Source: an optimization exercise on an open RTL-to-GDS flow (aim: small area, a short achievable clock period and few clock cycles). Production flows keep margins and buffers that such runs may drop.
Power and IR drop assume default switching activity.

==> sierra <==
// fc_layer_top
module fc_layer_top (
	input  logic          clk,
	input  logic          reset_n,
	input  logic          i_run,
	input  fc_pkg::cnt_t  i_num_cnt,
	output logic          o_idle,
	output logic          o_read,
	output logic          o_write,
	output logic          o_done,
	output fc_pkg::addr_t o_mem_addr,
	output logic          o_mem_ce,
	input  fc_pkg::word_t i_node_q,
	input  fc_pkg::word_t i_wgt0_q,
	input  fc_pkg::word_t i_wgt1_q,
	output fc_pkg::acc_t  o_result_0,
	output fc_pkg::acc_t  o_result_1,
	output fc_pkg::acc_t  o_result_2,
	output fc_pkg::acc_t  o_result_3
);
	localparam int LW = fc_pkg::LANE_W;
	logic rd_valid;
	logic clr;
	fc_sequencer u_seq (
		.clk        (clk),
		.reset_n    (reset_n),
		.i_run      (i_run),
		.i_num_cnt  (i_num_cnt),
		.o_idle     (o_idle),
		.o_read     (o_read),
		.o_write    (o_write),
		.o_done     (o_done),
		.o_rd_valid (rd_valid),
		.o_clr      (clr),
  ...
clock: 10.0 ns
lec_check: 0
cap_margin: 20
core_margin: 2
core_utilization: 55
setup_slack_margin: 5
slew_margin: 20
synth_hierarchical: 1
run.sh (not shown) runs the stock make flow with config.mk's settings and CLKGATE_MAP_FILE= SYNTH_SCRIPT=/design/flow/synth_recipe.tcl, a recipe that flattens the netlist after the stock synthesis.
==> harbor: changes against sierra <==
--- a/flow/design.v
+++ b/flow/design.v
@@ -386,46 +386,44 @@
 		p0_30 <= pp_136;
 		p1_30 <= tc_360;
 	end
 	fc_pkg::acc_t acc;
 	logic [W-1:0] acc_nxt;
 	logic us_361, uc_362, us_363, uc_364, us_365, uc_366, us_367, uc_368, us_369, uc_370, us_371, uc_372, us_373, uc_374, us_375, uc_376, us_377, uc_378, us_379, uc_380, us_381, uc_382, us_383, uc_384, us_385, uc_386, us_387, uc_388, us_389, uc_390, us_391, uc_392, us_393, uc_394, us_395, uc_396, us_397, uc_398, us_399, uc_400, us_401, uc_402, us_403, uc_404, us_405, uc_406, us_407, uc_408, us_409, uc_410, us_411, uc_412, us_413, uc_414, us_415, uc_416, us_417, uc_418, us_419, uc_420, us_421, uc_422, us_423, g_424, p_425, g_426, p_427, g_428, p_429, g_430, p_431, g_432, p_433, g_434, p_435, g_436, p_437, g_438, p_439, g_440, p_441, g_442, p_443, g_444, p_445, g_446, p_447, g_448, p_449, g_450, p_451, g_452, p_453, g_454, p_455, g_456, p_457, g_458, p_459, g_460, p_461, g_462, p_463, g_464, p_465, g_466, p_467, g_468, p_469, g_470, p_471, g_472, p_473, g_474, p_475, g_476, p_477, g_478, p_479, g_480, p_481, g_482, p_483, g_484, p_485, G_486, P_487, G_488, P_489, G_490, P_491, G_492, P_493, G_494, P_495, G_496, P_497, G_498, P_499, G_500, P_501, G_502, P_503, G_504, P_505, G_506, P_507, G_508, P_509, G_510, P_511, G_512, P_513, G_514, P_515, G_516, P_517, G_518, P_519, G_520, P_521, G_522, P_523, G_524, P_525, G_526, P_527, G_528, P_529, G_530, P_531, G_532, P_533, G_534, P_535, G_536, P_537, G_538, P_539, G_540, P_541, G_542, P_543, G_544, P_545, G_546, P_547, G_548, P_549, G_550, P_551, G_552, P_553, G_554, P_555, G_556, P_557, G_558, P_559, G_560, P_561, G_562, P_563, G_564, P_565, G_566, P_567, G_568, P_569, G_570, P_571, G_572, P_573, G_574, P_575, G_576, P_577, G_578, P_579, G_580, P_581, G_582, P_583, G_584, P_585, G_586, P_587, G_588, P_589;
-	logic [W-1:0] base;
-	assign base = acc & {W{~i_clr}};
-	fc_ha u_us_361 (.a(base[0]), .b(p0_0), .s(us_361), .co(uc_362));
-	fc_ha u_us_363 (.a(base[1]), .b(p0_1), .s(us_363), .co(uc_364));
-	fc_fa u_us_365 (.a(base[2]), .b(p0_2), .c(p1_2), .s(us_365), .co(uc_366));
-	fc_fa u_us_367 (.a(base[3]), .b(p0_3), .c(p1_3), .s(us_367), .co(uc_368));
-	fc_fa u_us_369 (.a(base[4]), .b(p0_4), .c(p1_4), .s(us_369), .co(uc_370));
-	fc_fa u_us_371 (.a(base[5]), .b(p0_5), .c(p1_5), .s(us_371), .co(uc_372));
-	fc_fa u_us_373 (.a(base[6]), .b(p0_6), .c(p1_6), .s(us_373), .co(uc_374));
-	fc_fa u_us_375 (.a(base[7]), .b(p0_7), .c(p1_7), .s(us_375), .co(uc_376));
-	fc_fa u_us_377 (.a(base[8]), .b(p0_8), .c(p1_8), .s(us_377), .co(uc_378));
-	fc_fa u_us_379 (.a(base[9]), .b(p0_9), .c(p1_9), .s(us_379), .co(uc_380));
-	fc_fa u_us_381 (.a(base[10]), .b(p0_10), .c(p1_10), .s(us_381), .co(uc_382));
-	fc_fa u_us_383 (.a(base[11]), .b(p0_11), .c(p1_11), .s(us_383), .co(uc_384));
-	fc_fa u_us_385 (.a(base[12]), .b(p0_12), .c(p1_12), .s(us_385), .co(uc_386));
-	fc_fa u_us_387 (.a(base[13]), .b(p0_13), .c(p1_13), .s(us_387), .co(uc_388));
-	fc_fa u_us_389 (.a(base[14]), .b(p0_14), .c(p1_14), .s(us_389), .co(uc_390));
-	fc_fa u_us_391 (.a(base[15]), .b(p0_15), .c(p1_15), .s(us_391), .co(uc_392));
-	fc_fa u_us_393 (.a(base[16]), .b(p0_16), .c(p1_16), .s(us_393), .co(uc_394));
-	fc_fa u_us_395 (.a(base[17]), .b(p0_17), .c(p1_17), .s(us_395), .co(uc_396));
-	fc_fa u_us_397 (.a(base[18]), .b(p0_18), .c(p1_18), .s(us_397), .co(uc_398));
-	fc_fa u_us_399 (.a(base[19]), .b(p0_19), .c(p1_19), .s(us_399), .co(uc_400));
-	fc_fa u_us_401 (.a(base[20]), .b(p0_20), .c(p1_20), .s(us_401), .co(uc_402));
-	fc_fa u_us_403 (.a(base[21]), .b(p0_21), .c(p1_21), .s(us_403), .co(uc_404));
-	fc_fa u_us_405 (.a(base[22]), .b(p0_22), .c(p1_22), .s(us_405), .co(uc_406));
-	fc_fa u_us_407 (.a(base[23]), .b(p0_23), .c(p1_23), .s(us_407), .co(uc_408));
-	fc_fa u_us_409 (.a(base[24]), .b(p0_24), .c(p1_24), .s(us_409), .co(uc_410));
-	fc_fa u_us_411 (.a(base[25]), .b(p0_25), .c(p1_25), .s(us_411), .co(uc_412));
-	fc_fa u_us_413 (.a(base[26]), .b(p0_26), .c(p1_26), .s(us_413), .co(uc_414));
-	fc_fa u_us_415 (.a(base[27]), .b(p0_27), .c(p1_27), .s(us_415), .co(uc_416));
-	fc_fa u_us_417 (.a(base[28]), .b(p0_28), .c(p1_28), .s(us_417), .co(uc_418));
-	fc_fa u_us_419 (.a(base[29]), .b(p0_29), .c(p1_29), .s(us_419), .co(uc_420));
-	fc_fa u_us_421 (.a(base[30]), .b(p0_30), .c(p1_30), .s(us_421), .co(uc_422));
-	assign us_423 = 1'b1 ^ base[31] ^ uc_422;
+	fc_ha u_us_361 (.a(acc[0]), .b(p0_0), .s(us_361), .co(uc_362));
+	fc_ha u_us_363 (.a(acc[1]), .b(p0_1), .s(us_363), .co(uc_364));
+	fc_fa u_us_365 (.a(acc[2]), .b(p0_2), .c(p1_2), .s(us_365), .co(uc_366));
+	fc_fa u_us_367 (.a(acc[3]), .b(p0_3), .c(p1_3), .s(us_367), .co(uc_368));
+	fc_fa u_us_369 (.a(acc[4]), .b(p0_4), .c(p1_4), .s(us_369), .co(uc_370));
+	fc_fa u_us_371 (.a(acc[5]), .b(p0_5), .c(p1_5), .s(us_371), .co(uc_372));
+	fc_fa u_us_373 (.a(acc[6]), .b(p0_6), .c(p1_6), .s(us_373), .co(uc_374));
+	fc_fa u_us_375 (.a(acc[7]), .b(p0_7), .c(p1_7), .s(us_375), .co(uc_376));
+	fc_fa u_us_377 (.a(acc[8]), .b(p0_8), .c(p1_8), .s(us_377), .co(uc_378));
+	fc_fa u_us_379 (.a(acc[9]), .b(p0_9), .c(p1_9), .s(us_379), .co(uc_380));
+	fc_fa u_us_381 (.a(acc[10]), .b(p0_10), .c(p1_10), .s(us_381), .co(uc_382));
+	fc_fa u_us_383 (.a(acc[11]), .b(p0_11), .c(p1_11), .s(us_383), .co(uc_384));
+	fc_fa u_us_385 (.a(acc[12]), .b(p0_12), .c(p1_12), .s(us_385), .co(uc_386));
+	fc_fa u_us_387 (.a(acc[13]), .b(p0_13), .c(p1_13), .s(us_387), .co(uc_388));
+	fc_fa u_us_389 (.a(acc[14]), .b(p0_14), .c(p1_14), .s(us_389), .co(uc_390));
+	fc_fa u_us_391 (.a(acc[15]), .b(p0_15), .c(p1_15), .s(us_391), .co(uc_392));
+	fc_fa u_us_393 (.a(acc[16]), .b(p0_16), .c(p1_16), .s(us_393), .co(uc_394));
+	fc_fa u_us_395 (.a(acc[17]), .b(p0_17), .c(p1_17), .s(us_395), .co(uc_396));
+	fc_fa u_us_397 (.a(acc[18]), .b(p0_18), .c(p1_18), .s(us_397), .co(uc_398));
+	fc_fa u_us_399 (.a(acc[19]), .b(p0_19), .c(p1_19), .s(us_399), .co(uc_400));
+	fc_fa u_us_401 (.a(acc[20]), .b(p0_20), .c(p1_20), .s(us_401), .co(uc_402));
+	fc_fa u_us_403 (.a(acc[21]), .b(p0_21), .c(p1_21), .s(us_403), .co(uc_404));
+	fc_fa u_us_405 (.a(acc[22]), .b(p0_22), .c(p1_22), .s(us_405), .co(uc_406));
+	fc_fa u_us_407 (.a(acc[23]), .b(p0_23), .c(p1_23), .s(us_407), .co(uc_408));
+	fc_fa u_us_409 (.a(acc[24]), .b(p0_24), .c(p1_24), .s(us_409), .co(uc_410));
+	fc_fa u_us_411 (.a(acc[25]), .b(p0_25), .c(p1_25), .s(us_411), .co(uc_412));
+	fc_fa u_us_413 (.a(acc[26]), .b(p0_26), .c(p1_26), .s(us_413), .co(uc_414));
+	fc_fa u_us_415 (.a(acc[27]), .b(p0_27), .c(p1_27), .s(us_415), .co(uc_416));
+	fc_fa u_us_417 (.a(acc[28]), .b(p0_28), .c(p1_28), .s(us_417), .co(uc_418));
+	fc_fa u_us_419 (.a(acc[29]), .b(p0_29), .c(p1_29), .s(us_419), .co(uc_420));
+	fc_fa u_us_421 (.a(acc[30]), .b(p0_30), .c(p1_30), .s(us_421), .co(uc_422));
+	assign us_423 = 1'b1 ^ acc[31] ^ uc_422;
 	fc_ha u_p_425 (.a(p1_0), .b(us_361), .s(p_425), .co(g_424));
 	fc_ha u_p_427 (.a(uc_362), .b(us_363), .s(p_427), .co(g_426));
 	fc_ha u_p_429 (.a(uc_364), .b(us_365), .s(p_429), .co(g_428));
 	fc_ha u_p_431 (.a(uc_366), .b(us_367), .s(p_431), .co(g_430));
 	fc_ha u_p_433 (.a(uc_368), .b(us_369), .s(p_433), .co(g_432));
 	fc_ha u_p_435 (.a(uc_370), .b(us_371), .s(p_435), .co(g_434));
@@ -588,13 +586,13 @@
 	assign sum[26] = p_477 ^ G_556;
 	assign sum[27] = p_479 ^ G_584;
 	assign sum[28] = p_481 ^ G_544;
 	assign sum[29] = p_483 ^ G_586;
 	assign sum[30] = p_485 ^ G_558;
 	assign sum[31] = us_423 ^ G_588;
-	assign acc_nxt = sum;
+	assign acc_nxt = sum & {W{~i_clr}};
 	always_ff @(posedge clk or negedge reset_n) begin
 		if (!reset_n) begin
 			acc <= '0;
 		end else begin
 			acc <= acc_nxt;
 		end
==> flow/flow/run.sh (new file) <==
#!/bin/bash
# Standard layout, with timing repair aimed at a shorter period than the clock's:
# the clock, constraints and every other step stay as the standard flow's own layout makes them.
set -euo pipefail
bash standard.sh SETUP_SLACK_MARGIN=6.8 finish > standard.log 2>&1
==> flow/standard.sh (new file) <==
#!/bin/bash
# synth_recipe.tcl (not shown) runs the flow's synth.tcl, then flattens the netlist and writes it again
# the make line also repeats each setting of config.mk as NAME=value (left out here)
make -C /OpenROAD-flow-scripts/flow DESIGN_CONFIG=/design/flow/config.mk WORK_HOME=/design/flow/orfs CLKGATE_MAP_FILE= SYNTH_SCRIPT=/design/flow/synth_recipe.tcl "${@:-finish}"
removed: flow/run.sh
==> qor summary <==
metric	harbor	sierra
Final layout net count	4818	4362
Global routing usage on met3	6.758%	4.693%
Reg2Reg Capture Point	g_lane[2].u_lane.p1_16	g_lane[3].u_lane.p1_16
Clk_buf instances	87	85
Mux cell area share after synthesis	0.1332%	0.1327%
Library cell contributing the largest single delay on the critical path	fa_1	buf_4
Static Leakage	20.72 nW	17.39 nW
Via count of the first global-routing pass	31700	28480
Aggregate global-route resource usage	32.98%	27.11%
Final Core Density	73.68%	62.84%
Outcome	timing/DRC/antenna clean	timing/DRC/antenna clean
Overall via count from detail_route	29730	26430
Routed WL	120600 um	96800 um
Fraction of met2 tracks used by global routing	54.69%	44.80%
Multi-input combinational cell area	29230 um^2	26510 um^2
Minimum setup slack after placement	5.140 ns	5.079 ns
Portion of total power attributed to sequential cells	18.0%	21.4%
Power attributed to the clock group	2.20 mW	2.21 mW
Die Span X	268.6 um	269.1 um
Pwr per Cell Area	381.2 nW/um^2	369.1 nW/um^2
Syn_area_per_cell	11.15 um^2	11.18 um^2
Launch instance of the worst register-to-register path	node_r[17]	node_r[11]
P_int	11.19 mW	9.310 mW
Number of detailed-routing iterations run before antenna repair	10	6
Post-CTS Setup Repair Bufs	396	0
Met1 wire length	44300 um	40450 um
Function was not checked in any run of this note: the RTL went through the layout flow alone.

[port drivers added, routing unchanged]
The flow's constraints put no driver on any port. The routed layouts listed below were extracted and timed again, unchanged, in two steps.
Step 1 (the two cells are an assumption about what drives the block):
set clk [get_ports {clk}]
set_driving_cell -lib_cell sky130_fd_sc_hd__clkbuf_16 $clk
set_driving_cell -lib_cell sky130_fd_sc_hd__buf_2 [delete_from_list [all_inputs] $clk]
Step 2 also shifts input and output timing later by t, the mid clock arrival at the registers, as if the neighbouring blocks saw the same clock.
Slacks: no drivers / after step 1 / after step 2; pairs: no drivers / after step 1.
run | t (ns) | setup WS [ns] | cell pins on the clock port's net
sierra | 0.698 | 5.224 / 5.224 / 5.224 | 1
harbor | 0.694 | 6.399 / 6.399 / 6.399 | 1
After both steps every run listed still meets setup and hold.
